From an optimization exercise on the open Yosys and OpenROAD flow, aimed at small area; shortcuts taken in it are not production practice. The RTL was checked by simulation tests, not by an equivalence proof against the original design. Power and IR drop assume default switching activity.

--- flow/run.sh ---
#!/bin/bash
# synth_recipe.tcl (not shown) runs the flow's synth.tcl, then flattens the netlist and writes it again
# the make line also repeats each setting of config.mk as NAME=value (left out here)
make -C /OpenROAD-flow-scripts/flow DESIGN_CONFIG=/design/flow/config.mk WORK_HOME=/design/flow/orfs CLKGATE_MAP_FILE= SYNTH_SCRIPT=/design/flow/synth_recipe.tcl finish
--- flow/constraint.sdc ---
create_clock -name core_clock -period 15.0 [get_ports {clk}]
set_input_delay 3.0000 -clock core_clock [delete_from_list [all_inputs] [get_ports {clk}]]
set_output_delay 3.0000 -clock core_clock [all_outputs]
set_load 0.01 [all_outputs]
--- flow/config.mk ---
export PLATFORM = sky130hd
export DESIGN_NAME = mips_cpu_bus
export DESIGN_NICKNAME = mips_cpu_bus
export VERILOG_FILES = /design/flow/design.v
export SDC_FILE = /design/flow/constraint.sdc
export NUM_CORES = 4
export LEC_CHECK = 0
export CAP_MARGIN = 20
export CORE_MARGIN = 2
export CORE_UTILIZATION = 40
export SLEW_MARGIN = 20
--- flow/design.v ---
package mips_pkg;
  typedef enum logic [2:0] {
    FETCH  = 3'd0,
    DECODE = 3'd1,
    MEM    = 3'd2,    
    EXEC   = 3'd3,
    HALTED = 3'd4     
  } cpu_state_t;
  typedef enum logic [2:0] {
    ALU_ADD = 3'd0,
    ALU_SUB = 3'd1,
    ALU_AND = 3'd2,
    ALU_OR  = 3'd3,
    ALU_SLT = 3'd4
  } alu_op_t;
  typedef struct packed {
    logic [5:0] opcode;
    logic [4:0] rs;
    logic [4:0] rt;
    logic [4:0] rd;
    logic [4:0] shamt;
    logic [5:0] funct;
  } r_fmt_t;
  typedef struct packed {
    logic [5:0]  opcode;
    logic [4:0]  rs;
    logic [4:0]  rt;
    logic [15:0] imm;
  } i_fmt_t;
  typedef union packed {
    r_fmt_t r;
    i_fmt_t i;
  } instr_u;
  typedef struct packed {
    alu_op_t alu_op;
    logic    use_imm;      
    logic    zero_ext;     
    logic    upper_imm;    
    logic    is_load;
    logic    is_store;
    logic    reg_write;
    logic    dest_is_rt;   
    logic    is_beq;
    logic    is_bne;
    logic    is_jump;
    logic    is_jr;
  } ctrl_t;
  typedef struct packed {
    logic [32-1:0] addr;
    logic [32-1:0] wdata;
    logic                  read;
    logic                  write;
  } bus_req_t;
  typedef struct packed {
    logic                  we;
    logic [4:0]            idx;
    logic [32-1:0] data;
  } wb_t;
endpackage
`timescale 1ns/100ps
module mips_cpu_bus (
  input  logic        clk,
  input  logic        reset,
  output logic        active,
  output logic [31:0] register_v0,
  output logic [31:0] address,
  output logic        write,
  output logic        read,
  input  logic        waitrequest,
  output logic [31:0] writedata,
  output logic [3:0]  byteenable,
  input  logic [31:0] readdata
);
  localparam logic [2:0] S_CLR   = 3'd0,   
                         S_FETCH = 3'd1,
                         S_RDY1  = 3'd2,   
                         S_EX1   = 3'd3,
                         S_MEM   = 3'd4,   
                         S_RDY2  = 3'd5,   
                         S_EX2   = 3'd6,
                         S_HALT  = 3'd7;
  localparam logic [1:0] K_SLT = 2'd0,   
                         K_BR  = 2'd1,   
                         K_LW  = 2'd2,   
                         K_SW  = 2'd3;
  logic [2:0]  ph, st;
  logic [1:0]  kind;
  logic [31:0] ir, wd, pcr, a;
  logic [4:0]  dst_q;
  logic [1:0]  prev2;
  logic        c, pc_c, f;
  wire ph0 = (ph == 3'd0);
  wire ph7 = (ph == 3'd7);
  wire in_fetch = (st == S_FETCH);
  wire in_mem   = (st == S_MEM);
  wire halt_hit = in_fetch && (a[31:2] == 30'd0);
  assign read       = (in_fetch && !halt_hit) || (in_mem && kind == K_LW);
  assign write      = in_mem && (kind == K_SW);
  assign address    = {a[31:2], 2'b00};
  assign writedata  = wd;
  assign byteenable = 4'hF;
  wire        rdnow = read && !waitrequest;
  wire [31:0] ins   = rdnow ? readdata : ir;    
  wire ex1 = (st == S_EX1) || (in_fetch && rdnow && ph0);
  wire ex2 = (st == S_EX2) || (in_mem && !waitrequest && ph0);
  wire clr = (st == S_CLR);
  wire [5:0] op = ins[31:26];
  wire [5:0] fn = ins[5:0];
  wire rtype   = (op == 6'h00);
  wire i_addu  = rtype && (fn == 6'h21);
  wire i_subu  = rtype && (fn == 6'h23);
  wire i_and   = rtype && (fn == 6'h24);
  wire i_or    = rtype && (fn == 6'h25);
  wire i_slt   = rtype && (fn == 6'h2A);
  wire i_jr    = rtype && (fn == 6'h08);
  wire i_j     = (op == 6'h02);
  wire i_beq   = (op == 6'h04);
  wire i_bne   = (op == 6'h05);
  wire i_addiu = (op == 6'h09);
  wire i_ori   = (op == 6'h0D);
  wire i_lui   = (op == 6'h0F);
  wire i_lw    = (op == 6'h23);
  wire i_sw    = (op == 6'h2B);
  wire use_imm = i_addiu || i_ori || i_lui || i_lw || i_sw;
  wire do_sub  = ex1 && (i_subu || i_slt || i_beq || i_bne);
  wire rw1     = i_addu || i_subu || i_and || i_or || i_addiu || i_ori || i_lui;
  wire [4:0] dest = rtype ? ins[15:11] : ins[20:16];
  wire [1:0] p    = ph[1:0];
  wire [3:0] lo   = ins[{p, 2'b00} +: 4];          
  wire [3:0] hi   = ins[{1'b1, p, 2'b00} +: 4];    
  wire [3:0] full = ph[2] ? hi : lo;               
  wire       sgn  = ins[15];
  wire [3:0] bimm = ph[2] ? (i_lui ? lo : (i_ori ? 4'h0 : {4{sgn}}))
                          : (i_lui ? 4'h0 : lo);
  wire [3:0] shn  = {full[1:0], prev2};            
  wire [3:0] offn = !ph[2]           ? shn :
                    (ph == 3'd4)     ? {sgn, sgn, prev2} : {4{sgn}};
  logic [3:0]  tap [32];
  logic [31:0] v0;
  assign tap[0] = 4'h0;
  wire [3:0] rs_nib = tap[ins[25:21]];
  wire [3:0] rt_nib = tap[ins[20:16]];
  wire [3:0] alu_a = (ex2 || i_lui) ? 4'h0 : rs_nib;
  wire [3:0] alu_b = ex2 ? ((kind == K_LW) ? full : {3'b000, f & ph0})
                         : (use_imm ? bimm : rt_nib);
  wire       cin   = ph0 ? do_sub : c;
  wire [4:0] sum   = {1'b0, alu_a} + {1'b0, alu_b ^ {4{do_sub}}} + {4'd0, cin};
  wire [3:0] res   = (ex1 && i_and) ? (alu_a & alu_b) :
                     (ex1 && (i_or || i_ori)) ? (alu_a | alu_b) : sum[3:0];
  wire       nz    = |sum[3:0];
  wire       lt    = (rs_nib[3] & ~rt_nib[3]) | (~(rs_nib[3] ^ rt_nib[3]) & sum[3]);
  wire       ne    = f | nz;
  wire       taken = (i_beq && !ne) || (i_bne && ne);
  wire       wen  = ex1 ? rw1 : (ex2 && (kind == K_LW || kind == K_SLT));
  wire [4:0] wsel = ex2 ? dst_q : dest;
  wire [3:0] wnib = clr ? 4'h0 : res;
  genvar r;
  generate
    for (r = 1; r < 32; r++) begin : g_reg
      logic [31:0] ring;
      wire         we  = clr || (wen && (wsel == r));
      wire [3:0]   nin = we ? wnib : ring[3:0];
      assign tap[r] = ring[3:0];
      if (r == 2) begin : g_v0
        wire hold = (st == S_HALT) || halt_hit;
        always_ff @(posedge clk)
          if (!hold) ring <= {nin, ring[31:4]};
        assign v0 = ring;
      end else begin : g_rot
        always_ff @(posedge clk)
          ring <= {nin, ring[31:4]};
      end
    end
  endgenerate
  assign register_v0 = v0;
  wire [3:0] rv_nib = (ph == 3'd5) ? 4'hC : (ph == 3'd6) ? 4'hF : (ph == 3'd7) ? 4'hB : 4'h0;
  wire [3:0] padd   = ex1 ? (ph0 ? 4'd4 : 4'd0) : ((ex2 && kind == K_BR) ? offn : 4'd0);
  wire       pcin   = ph0 ? 1'b0 : pc_c;
  wire [4:0] psum   = {1'b0, pcr[3:0]} + {1'b0, padd} + {4'd0, pcin};
  wire [3:0] pcr_in = clr                   ? rv_nib :
                      (ex1 && i_j && !ph7)  ? shn    :
                      (ex1 && i_jr)         ? rs_nib : psum[3:0];
  wire [3:0] a_in   = (ex1 && (i_lw || i_sw)) ? res : pcr_in;
  always_ff @(posedge clk) begin
    pcr   <= {pcr_in, pcr[31:4]};
    pc_c  <= psum[4];
    c     <= sum[4];
    prev2 <= ph7 ? 2'b00 : full[3:2];
    ir    <= ins;
    if (ex1 || ex2 || clr) a <= {a_in, a[31:4]};
    if (ex1) wd <= {rt_nib, wd[31:4]};
    if (ex1) dst_q <= dest;
    if (ex1) f <= i_slt ? lt : ((ph0 ? 1'b0 : f) | nz);
  end
  always_ff @(posedge clk) begin
    if (reset) begin
      ph     <= 3'd0;
      st     <= S_CLR;
      active <= 1'b1;
    end else begin
      ph <= ph + 3'd1;
      case (st)
        S_CLR:   if (ph7) st <= S_FETCH;
        S_FETCH: begin
          if (halt_hit) begin
            st     <= S_HALT;
            active <= 1'b0;
          end else if (!waitrequest) begin
            st <= (ph0 || ph7) ? S_EX1 : S_RDY1;
          end
        end
        S_RDY1:  if (ph7) st <= S_EX1;
        S_EX1: if (ph7) begin
          if (i_lw) begin
            st   <= S_MEM;
            kind <= K_LW;
          end else if (i_sw) begin
            st   <= S_MEM;
            kind <= K_SW;
          end else if (i_slt) begin
            st   <= S_EX2;
            kind <= K_SLT;
          end else if (taken) begin
            st   <= S_EX2;
            kind <= K_BR;
          end else begin
            st <= S_FETCH;
          end
        end
        S_MEM:   if (!waitrequest) st <= (ph0 || ph7) ? S_EX2 : S_RDY2;
        S_RDY2:  if (ph7) st <= S_EX2;
        S_EX2:   if (ph7) st <= S_FETCH;
        default: ;   
      endcase
    end
  end
endmodule
==> results.yml <==
cts:
  cts_tree: "done"
  root_buffer: "clkbuf_16"
  clockBufferDepth: 3
  post_cts_resize_count: 0
  clkLatencyLatePin_ps: 660
  ctsHoldBuffers: 0
  htreeDepth: 3
  cts_sinks: 1137
  postCtsSetupBuffers: 0
  cts_buffers: 104
  clk_pin_slew_worst_paths_ps: 60
die:
  ioPinCount: 138
  die_h_um: 288.4
  die_area_um2: 83200
  coreArea_um2: 80290
  num_rows: 104
  dieWidth_um: 288.4
  initial_core_util: 0.4031
setup_path:
  r2r_cells: 24
  crit_path_start_kind: "primary input"
  end_kind: "register"
  r2r_slack_ps: 6850
  crit_fanout: 20
  required_ps: 15310
  critPathArrivalTime_ps: 10360
  r2r_end: "kind[1]$_SDFFCE_PN1P_"
  path_class: "in2reg"
  critPathLaunch: "waitrequest"
  reg2reg_from: "a[24]$_DFFE_PP_"
synth:
  avgSynthCellArea_um2: 12.98
  ys_seq_area_frac: 0.7349
  synthesis.area_um2: 32360
  yosys.cell_types.count: 101
  yosys_register_bits: 1137
  synth-edff-count: 102
  synthTopCellsByArea: "dfxtp_1 (64%), edfxtp_1 (9.5%), nand3_1 (2.8%)"
  yosys.area.top_type_share: 0.6402
  ys.flop_type: "dfxtp_1"
  yosysWarnings: 2
  syn_inst: 2494
  yosys.area.top_type: "dfxtp_1"
  synth-async-reset-ratio: 0
  synth_common_cells: "dfxtp_1 (1,035), nand3_1 (179), nand2_1 (143)"
  synth_most_common_cell: "dfxtp_1"
final_layout:
  fin_cells: 3811
  final_nets: 2718
  area_growth_pct: 19.00
  final_core_utilization: 0.4797
  drive_above_1_share: 0.1080
detailed_routing:
  wl_um: 101600
  via_per_inst: 5.393
  detail-route-antenna-nets: 0
  wire_per_inst_um: 26.66
  drtIter0Drc: 1802
  num_vias: 20554
  drc: 0
  dr.pass1.iters: 8
grt:
  grt_pass1_vias: 20169
  grt_pass1_wl_um: 144700
  grt_start_max_net_pins: 77
  grt-ovfl-total: 0
  grt_usage: 0.2422
  antenna_found_initial: 2
sta:
  max_freq_mhz: 99.48
  setup_violations: 0
  hold_ws_ps: 299.9
  finalSetupTns_ps: 0
  tightestPinTransition_ps: 1032
  rsz0062_at_grt: "false"
  hold_viol_final: 0
  period_share: 0.6701
  period_needed_ps: 10050
  relSlewSlack: 0.3100
  clock_skew_ps: 32.93
  slew_violations: 0
worst_hold_path:
  holdPathStages: 0
  min_to: "g_reg[24].ring[18]$_DFF_P_"
  hold_path_class: "reg2reg"
  worstHoldStart: "g_reg[24].ring[22]$_DFF_P_"
placement:
  place_hpwl_um: 72000
  place_inst: 3621
  portBuffers: 131
  place_congestion: 0.9689
pwr:
  power_density_nw_per_um2: 189.8
  p_total_mw: 7.309
  ir_drop_uv: 174.0
  leakage_nw: 14.50
job:
  max_cap_viol_count: 0
outcome:
  status: "finished clean"
critical path: stages:
cell,delay [ps]
clkdlybuf4s50_1,710
or2_1,190
nor2_1,230
a22o_1,340
a211oi_4,750
inv_2,430
nand4_1,230
o21ai_0,100
or4_1,510
nor3_1,570
inv_1,140
o211ai_1,260
nand2_1,140
xor2_1,170
ha_1,310
a21o_1,190
a21oi_1,170
xnor2_1,110
or4b_2,670
nor2_1,190
xnor2_1,140
a41o_1,230
o21a_1,140
nor4b_1,410
power breakdown:
group / internal, mW / total, mW / leakage [nW] / switching (mW)
combinational: 0.354 / 1.31 / 3.24 / 0.959
clock: 1.63 / 2.74 / 1.80 / 1.11
sequential: 3.17 / 3.26 / 9.45 / 0.0823
total: 5.16 / 7.31 / 14.5 / 2.15
logic make-up after synthesis:
kind of cell	Yosys count	share of synthesized area
AND/OR/NAND/NOR	607	0.09584
adder cells (fa/ha/maj)	16	0.007114
other	2	0.0002321
XOR/XNOR	11	0.002977
multiplexers	71	0.02474
flip-flops	1137	0.7349
AO/OA/AOI/OAI	492	0.1099
buffers and inverters	158	0.02432
sequential cells by signal, summed over array words and instances, names as in the netlist:
name / cells
pcr: 32
g.ring: 992
st: 3
wd: 32
prev2: 2
a: 30
f: 1
active: 1
ir: 32
pc_c: 1
dst_q: 5
ph: 3
kind: 2
c: 1
per-layer routing:
layer / share of wire / GRT usage / up-vias
met3: 0.055 / 0.03610 / 224
met4: 0.052 / 0.1234 / 2
li1: - / - / 9328
met5: 0.00011 / 0 / -
met1: 0.45 / 0.3292 / 10171
met2: 0.44 / 0.3766 / 829
through the flow:
stage | instance area (um^2) | worst slack [ps]
CTS | 38500 | 5064
finish | 38510 | 4948
floorplan | 32380 | 6679
detailed placement | 34840 | 4421
global route | 38510 | 4654
global placement | 34800 | 4504
how the worst max path moves through the flow:
stage | endpoint | slack, ps
after floorplan | kind[0]$_SDFFCE_PP0P_ | 6680
after global placement | kind[0]$_SDFFCE_PP0P_ | 4500
after detailed placement | kind[1]$_SDFFCE_PN1P_ | 4420
after CTS | kind[1]$_SDFFCE_PN1P_ | 5060
after global routing | kind[1]$_SDFFCE_PN1P_ | 4650
final | kind[1]$_SDFFCE_PN1P_ | 4950
cell type report:
type / instances / area, um^2
fill: 6995 / 41780
tap: 1060 / 1326
timing repair buffer: 186 / 1744
inverter: 35 / 131.4
sequential: 1137 / 23780
clock inverter: 39 / 570.5
clock buffer: 150 / 3093
antenna: 1 / 2.502
multi-input combinational: 1203 / 7861
cell usage in the layout, fill, tap and decap left out, types with 31 or more instances in the layout:
cell type,synthesis,final
dfxtp_1,1035,1035
nand3_1,179,179
nand2_1,143,143
clkdlybuf4s50_1,0,131
clkbuf_16,0,110
edfxtp_1,102,102
nor2_1,73,71
o21ai_0,70,68
o21ai_1,56,56
buf_4,19,54
mux2i_1,44,44
a21oi_1,44,44
o31ai_1,35,35
inv_1,32,31

## port drivers added, routing unchanged
The results above use ideal ports. As a check the final layout listed here was re-extracted and re-timed, cells and wires unchanged. Step 1 (the two cells are an assumption about what drives the block):
set clk [get_ports {clk}]
set_driving_cell -lib_cell sky130_fd_sc_hd__clkbuf_16 $clk
set_driving_cell -lib_cell sky130_fd_sc_hd__buf_2 [delete_from_list [all_inputs] $clk]
Step 2 times the ports against the registers' clock, not the clock port: input delays grow and output delays shrink by t, the midpoint of the rising clock arrivals with the driver on. Three values: ideal, step 1, step 2; two values: the first two.
t, ns: 0.704
setup slack, ns: 4.948 / 4.985 / 4.281
worst hold slack (ns): 0.300 / 0.300 / 0.300
clock arrival spread, ns: 0.033 / 0.033
pins driven straight from the clock port: 1
After both steps this run still meets setup and hold. The setup slack of this run moves by +0.037 ns with the drivers and by -0.667 ns with both steps.
